Context: an optimization exercise on an open-source flow, tuned for small area. The choices shown serve that exercise and are no tape-out recipe. In this exercise RTL edits were held to simulation tests only and were not proved equivalent to the original. No activity file was given, so power comes from the tool's default toggle rates.

==> design/flow/design.v <==
package pulse_gen_pkg;
    localparam int DEFAULT_CNT_W = 16;
    typedef enum logic [1:0] {
        MODE_ONESHOT = 2'b00,
        MODE_BURST   = 2'b01,
        MODE_CONT    = 2'b10,
        MODE_GATED   = 2'b11
    } mode_e;
    typedef enum logic [1:0] {
        ST_IDLE  = 2'b00,
        ST_DELAY = 2'b01,
        ST_HIGH  = 2'b10,
        ST_LOW   = 2'b11
    } state_e;
endpackage
module pulse_gen_channel #(
    parameter int CNT_W = pulse_gen_pkg::DEFAULT_CNT_W
) (
    input  logic             clk,
    input  logic             rst,
    input  logic             start,
    input  logic             stop,
    input  logic [1:0]       mode,
    input  logic [CNT_W-1:0] delay_cfg,
    input  logic [CNT_W-1:0] width_cfg,
    input  logic [CNT_W-1:0] period_cfg,
    input  logic [CNT_W-1:0] count_cfg,
    output logic             pulse,
    output logic             busy,
    output logic             done
);
    localparam logic [CNT_W-1:0] ONE = CNT_W'(1);
    function automatic logic [CNT_W-1:0] at_least_one(input logic [CNT_W-1:0] v);
        at_least_one = (v == '0) ? ONE : v;
    endfunction
    pulse_gen_pkg::state_e           state, state_n;
    pulse_gen_pkg::mode_e            mode_q, mode_n, mode_in;
    logic [CNT_W-1:0] delay_q, delay_n, high_q, high_n, low_q, low_n;
    logic [CNT_W-1:0] cnt, cnt_n, pulses_left, pulses_left_n, gate_cnt, gate_cnt_n;
    logic [CNT_W-1:0] width_clamped, low_len, gate_left;
    logic             launch_q, launch_n, start_low_q, capture, done_n, rise;
    assign mode_in       = pulse_gen_pkg::mode_e'(mode);
    assign width_clamped = at_least_one(width_cfg);
    assign low_len       = (period_cfg > width_clamped) ? (period_cfg - width_clamped) : ONE;
    assign gate_left     = (gate_cnt == '0) ? at_least_one(period_cfg) : gate_cnt;
    assign rise          = start & start_low_q;
    always_comb begin
        state_n       = state;
        cnt_n         = cnt;
        pulses_left_n = pulses_left;
        gate_cnt_n    = gate_cnt;
        launch_n      = 1'b0;
        capture       = 1'b0;
        done_n        = 1'b0;
        if (stop) begin
            state_n       = pulse_gen_pkg::ST_IDLE;
            cnt_n         = '0;
            pulses_left_n = '0;
            gate_cnt_n    = '0;
        end else begin
            unique case (state)
                pulse_gen_pkg::ST_IDLE: begin
                    if (launch_q) begin
                        gate_cnt_n = '0;
                        if (delay_q == '0) begin
                            state_n = pulse_gen_pkg::ST_HIGH;
                            cnt_n   = high_q - ONE;
                        end else begin
                            state_n = pulse_gen_pkg::ST_DELAY;
                            cnt_n   = delay_q - ONE;
                        end
                    end else if (mode_in == pulse_gen_pkg::MODE_GATED) begin
                        if (!start) begin
                            gate_cnt_n = '0;
                        end else if (gate_left == ONE) begin
                            capture       = 1'b1;
                            state_n       = pulse_gen_pkg::ST_HIGH;
                            cnt_n         = width_clamped - ONE;
                            pulses_left_n = '0;
                            gate_cnt_n    = '0;
                        end else begin
                            gate_cnt_n = gate_left - ONE;
                        end
                    end else begin
                        gate_cnt_n = '0;
                        if (rise) begin
                            capture       = 1'b1;
                            launch_n      = 1'b1;
                            pulses_left_n = (mode_in == pulse_gen_pkg::MODE_BURST) ? at_least_one(count_cfg) - ONE : '0;
                        end
                    end
                end
                pulse_gen_pkg::ST_DELAY, pulse_gen_pkg::ST_LOW: begin
                    if (cnt != '0) begin
                        cnt_n = cnt - ONE;
                    end else begin
                        state_n = pulse_gen_pkg::ST_HIGH;
                        cnt_n   = high_q - ONE;
                    end
                end
                pulse_gen_pkg::ST_HIGH: begin
                    if (cnt != '0) begin
                        cnt_n = cnt - ONE;
                    end else if (mode_q != pulse_gen_pkg::MODE_CONT && pulses_left == '0) begin
                        state_n = pulse_gen_pkg::ST_IDLE;
                        done_n  = 1'b1;
                    end else begin
                        state_n = pulse_gen_pkg::ST_LOW;
                        cnt_n   = low_q - ONE;
                        if (mode_q != pulse_gen_pkg::MODE_CONT) pulses_left_n = pulses_left - ONE;
                    end
                end
                default: state_n = pulse_gen_pkg::ST_IDLE;
            endcase
        end
        mode_n  = capture ? mode_in       : mode_q;
        delay_n = capture ? delay_cfg     : delay_q;
        high_n  = capture ? width_clamped : high_q;
        low_n   = capture ? low_len       : low_q;
    end
    always_ff @(posedge clk) begin
        if (rst) begin
            state       <= pulse_gen_pkg::ST_IDLE;
            mode_q      <= pulse_gen_pkg::MODE_ONESHOT;
            delay_q     <= '0;
            high_q      <= '0;
            low_q       <= '0;
            cnt         <= '0;
            pulses_left <= '0;
            gate_cnt    <= '0;
            launch_q    <= 1'b0;
            start_low_q <= 1'b0;
            pulse       <= 1'b0;
            busy        <= 1'b0;
            done        <= 1'b0;
        end else begin
            state       <= state_n;
            mode_q      <= mode_n;
            delay_q     <= delay_n;
            high_q      <= high_n;
            low_q       <= low_n;
            cnt         <= cnt_n;
            pulses_left <= pulses_left_n;
            gate_cnt    <= gate_cnt_n;
            launch_q    <= launch_n;
            start_low_q <= ~start;
            pulse       <= (state_n == pulse_gen_pkg::ST_HIGH);
            busy        <= (state_n != pulse_gen_pkg::ST_IDLE);
            done        <= done_n;
        end
    end
endmodule
module programmable_pulse_generator #(
    parameter int NUM_CH = 4,
    parameter int CNT_W  = pulse_gen_pkg::DEFAULT_CNT_W
) (
    input  logic              clk,
    input  logic              rst,
    input  logic [NUM_CH-1:0] start,
    input  logic [NUM_CH-1:0] stop,
    input  logic [1:0]        mode,
    input  logic [CNT_W-1:0]  delay_cfg,
    input  logic [CNT_W-1:0]  width_cfg,
    input  logic [CNT_W-1:0]  period_cfg,
    input  logic [CNT_W-1:0]  count_cfg,
    output logic [NUM_CH-1:0] pulse,
    output logic [NUM_CH-1:0] busy,
    output logic [NUM_CH-1:0] done
);
    for (genvar i = 0; i < NUM_CH; i++) begin : g_ch
        pulse_gen_channel #(
            .CNT_W(CNT_W)
        ) u_ch (
            .clk        (clk),
            .rst        (rst),
            .start      (start[i]),
            .stop       (stop[i]),
            .mode       (mode),
            .delay_cfg  (delay_cfg),
            .width_cfg  (width_cfg),
            .period_cfg (period_cfg),
            .count_cfg  (count_cfg),
            .pulse      (pulse[i]),
            .busy       (busy[i]),
            .done       (done[i])
        );
    end
endmodule
==> design/flow/run.sh <==
#!/bin/bash
# synth_recipe.tcl (not shown) runs the flow's synth.tcl, then flattens the netlist and writes it again
# the make line also repeats each setting of config.mk as NAME=value (left out here)
make -C /OpenROAD-flow-scripts/flow DESIGN_CONFIG=/design/flow/config.mk WORK_HOME=/design/flow/orfs CLKGATE_MAP_FILE= SYNTH_SCRIPT=/design/flow/synth_recipe.tcl finish
==> design/flow/config.mk <==
export PLATFORM = sky130hd
export DESIGN_NAME = programmable_pulse_generator
export DESIGN_NICKNAME = programmable_pulse_generator
export VERILOG_FILES = /design/flow/design.v
export SDC_FILE = /design/flow/constraint.sdc
export NUM_CORES = 4
export LEC_CHECK = 0
export CAP_MARGIN = 20
export CORE_MARGIN = 2
export CORE_UTILIZATION = 40
export SLEW_MARGIN = 20
==> design/flow/constraint.sdc <==
create_clock -name core_clock -period 5.5 [get_ports {clk}]
set_input_delay 1.1000 -clock core_clock [delete_from_list [all_inputs] [get_ports {clk}]]
set_output_delay 1.1000 -clock core_clock [all_outputs]
set_load 0.01 [all_outputs]
==> notes.md <==
- Leakage dissipation: 12.0 nW
- Synthesized area: between 20000 and 30000 um^2
- Uppermost metal layer occupied by signal nets: met5
- Sort of element at the end of the critical path: flip-flop
- Max stage delay on crit path: about 570 ps
- Share of the clock period used by the worst path after layout: 84.2%
- Final RePlAce weighted congestion: between 0.9 and 1
- Antenna violations before repair: 2
- Syn Area/Cell: between 7 and 8 um^2
- Sequential Power Share: roughly 36%
- Kind of start point of the critical path: input port
- Count of input and output buffers: 87
- Die height: 270 um
- Power density over cell area: 279 nW/um^2
- Setup repair after global routing missed its margin: false
- Remaining DRCs: 0
- Share of synthesized area occupied by flip-flops and latches: between 20% and 30%
- Detail-routed net length per standard cell: about 23 um
- Detailed-route wire length: about 110000 um
- Number of nets in the layout: a little under 4000
- # Post-CTS Setup Buffers: 0
- Maximum ir drop on the vdd rail: approximately 0.32 mV
- Die ar.: 72600 um^2
- Total core area: roughly 70000 um^2
- Resize count post-CTS: 0
- Slew of the pin with the lowest slew margin: 1090 ps
- Minimum setup slack among reg-to-reg paths: 1900 ps
- Final Hold Viols: 0
- Via count: slightly below 30000
- Leading cell type by number of instances after synthesis: nor2_1
- Required @ worst endpoint: 6060 ps
- Worst clock skew: ~34 ps
- Met2 wire len: 48400 um
- Routed met1 length: about 49000 um
- Total internal power: just under 6 mW
- Gate count after technology mapping: between 3000 and 4000
- Status: complete, no violations
- Register bit count reported by yosys: 420
- Most used standard cells in the synthesized netlist: nor2_1, dfxtp_1, nand2_1
- Clock sink count: between 400 and 500
- Detailed-router iteration count before antenna repair: 6
- Tot GR Track Use: 28.8%
- Data arrival at the endpoint of the critical path: between 5000 and 6000 ps
- Synth warn: 1
- Proportion of netlist area held by the largest area contributor: about 30%
- CTS root buffer: clkbuf_16
- Top achievable clock speed: around 0.22 GHz
- Setup TNS after final layout: 0 ps
- Area post-placement: about 30000 um^2
- 1st-iter DRT viols: between 3000 and 4000
- Post-CTS Hold Fix Bufs: 0
- Post-route ant nets: 0
- Count of H-tree levels built during CTS: 2
- Boundary pin count: slightly below 90
- Initial Util: between 40% and 50%
- Slowest stage cell on the critical path: or4_1
- Slew HR: 27.4%
- Clock tree buffer depth: 3
- First-pass GRT wire length: 165000 um
- Leading register cell type out of synthesis: dfxtp_1
- Clock latency at the later pin of the worst-skew pair: roughly 640 ps
- Area growth from synthesis to layout: 13.5%
- Count of flip-flops with a built-in enable after synthesis: 0
- Leading cell types by total area after synthesis: dfxtp_1, a21oi_1, nor2_1
- Post-Layout Inst Area: 32000 um^2
- Syn_nets: about 3900
- Net Sw Frac: between 30 and 40%
- Fraction of the core area covered by cells at the end of the flow: around 46%
- Number of diodes added for antenna fixing: 0
- CP max FO: 11
- Total gr overflow: 0
- Layout cells sized above 1: under 10%
- Maximum number of pins on one net before global-route repair: just under 90
- Via count of the first global-routing pass: around 27000
- DR vias/cell: roughly 6.2
- Die X: 270 um
- Share of power burned in the clock network: roughly 40%
- Dominant cell type by area after synthesis: dfxtp_1
- Sum of net half-perimeters after detailed placement: 81100 um
- Critical path class: input port to flip-flop
- Max cap viols: 0
- Distinct cells, synth: 87
- Crit-path most repeated cell: inv_1
- TritonCTS Buffers: 50
- Total count of max-transition violations in the final report: 0
- Time the final worst path needs with I/O delays and setup: around 4600 ps
- Wire length on met3: between 9000 and 10000 um
- Switching power: 3.00 mW
- Clock tree from TritonCTS: built
- Worst hold-check path type: flip-flop to flip-flop
- Cell-by-cell listing of the critical path: clkdlybuf4s50_1 > or4_1 > nor2b_1 > a21oi_1 > inv_1 > ha_1 > inv_1 > fa_1 > a21o_1 > a2111oi_0 > o21a_1 > o31a_1 > nor2_1 > and2_1 > a211oi_1
- Share of total power in combinational logic: 23.9%
- Share of synthesized flip-flops with an asynchronous set or reset: 0%
- Cell row count: 97
- # setup viols final: 0
- Register clock-pin slew on the reported worst setup and hold paths: ~60 ps
[kinds of logic (layout without fill, tap and decap cells)]
family,after synthesis,in the layout,synth area share (%)
AO/OA/AOI/OAI,1077,1077,24.6
XOR/XNOR,228,228,7.08
adder cells (fa/ha/maj),47,47,2.11
buffers and inverters,349,398,4.93
flip-flops,420,420,29.8
multiplexers,115,115,4.12
AND/OR/NAND/NOR,1590,1590,27.3
[final timing paths]
path | startpoint | to | cells after the start
max | width_cfg[3] | g_ch[2].u_ch.low_q[0] | 15
min | g_ch[0].u_ch.mode_q[0] | g_ch[0].u_ch.mode_q[0] | 2
max reg2reg | g_ch[0].u_ch.gate_cnt[7] | g_ch[0].u_ch.pulses_left[11] | 7
min reg2reg | g_ch[0].u_ch.mode_q[0] | g_ch[0].u_ch.mode_q[0] | 2
[metrics by stage]
stage	setup slack [ps]	cells	hold slack, ps	total power [mW]
CTS	916	4814	467	8.92
global placement	324	4720	439	5.35
detailed placement	261	4720	455	5.35
finish	869	4815	464	8.93
floorplan	645	3826	432	4.66
global route	629	4815	492	9.26
[cell type report]
type	count	area, um^2
Clock inverter	35	413
Inverter	101	379
Sequential cell	420	8410
Fill cell	7190	37900
Multi-Input combinational cell	3057	18500
Tap cell	940	1180
Timing Repair Buffer	203	1800
Clock buffer	59	1340
[critical path: cells and delay by family]
kind,cells,cell delay (ps)
and+or+nand+nor,4,1310
AOI/OAI and AO/OA,6,1490
adders and majority gates,2,640
buffers and inverters,3,650
[state kept, by name (all words and copies together) (netlist names)]
signal and cells:
g_ch.u_ch.high_q 64, g_ch.u_ch.pulses_left 64, g_ch.u_ch.gate_cnt 64, g_ch.u_ch.pulse 4
g_ch.u_ch.cnt 64, g_ch.u_ch.state 8, g_ch.u_ch.start_low_q 4, g_ch.u_ch.low_q 64
g_ch.u_ch.done 4, g_ch.u_ch.launch_q 4, g_ch.u_ch.busy 4, g_ch.u_ch.mode_q 8
g_ch.u_ch.delay_q 64
[power groups by stage]
stage	registers [mW]	logic (mW)	clock network [mW]
6_report	3.22	2.14	3.57
5_1_grt	3.23	2.29	3.75
4_1_cts	3.22	2.08	3.62
3_5_place_dp	3.28	2.07	0
3_3_place_gp	3.28	2.07	0
2_1_floorplan	3.24	1.42	0
[placed cells by master (no fill, tap or decap), types with 44 or more instances in the layout]
cell type | netlist | routed
a211oi_1 | 73 | 73
nand2_1 | 401 | 400
clkbuf_16 | 0 | 50
clkdlybuf4s50_1 | 0 | 86
nor3_1 | 169 | 167
ha_1 | 46 | 46
nor4_1 | 91 | 90
nor2_1 | 441 | 438
a31oi_1 | 45 | 44
o21ai_0 | 200 | 200
buf_4 | 14 | 110
nand3_1 | 120 | 120
xor2_1 | 97 | 97
o31ai_1 | 45 | 44
a21oi_1 | 333 | 333
o211ai_1 | 58 | 58
dfxtp_1 | 420 | 420
xnor2_1 | 131 | 130
or3_1 | 46 | 46
inv_1 | 99 | 99
mux2i_1 | 107 | 107
[per-layer routing]
| metal | vias up | GRT usage, % |
|---|---|---|
| li1 | 14050 | - |
| met2 | 1268 | 45.5 |
| met4 | 2 | 9.04 |
| met1 | 14101 | 40.5 |
| met5 | - | 0 |
| met3 | 199 | 4.11 |

==> static timing again, ports no longer ideal <==
In the flow no input, the clock included, has a driving cell. The finished layout below was timed again as built, in two steps.
Step 1, drivers: a clkbuf_16 drives clk and a buf_2 each remaining input, both assumed.
Step 2 adds t to the input delays and takes it off the output delays; t is the mean of the earliest and latest rising clock arrival at the registers after step 1. Input paths then give back, and output paths get back, about the clock's delay inside the block.
Three values: ideal, step 1, step 2; two values: the first two.
t, ns: 0.685
setup WS [ns]: 0.869 / 0.903 / 0.217
clock arrival spread, ns: 0.038 / 0.037
After both steps setup and hold are still met in this run. For this run, drivers alone change the setup slack by +0.034 ns; drivers and shift together by -0.652 ns.
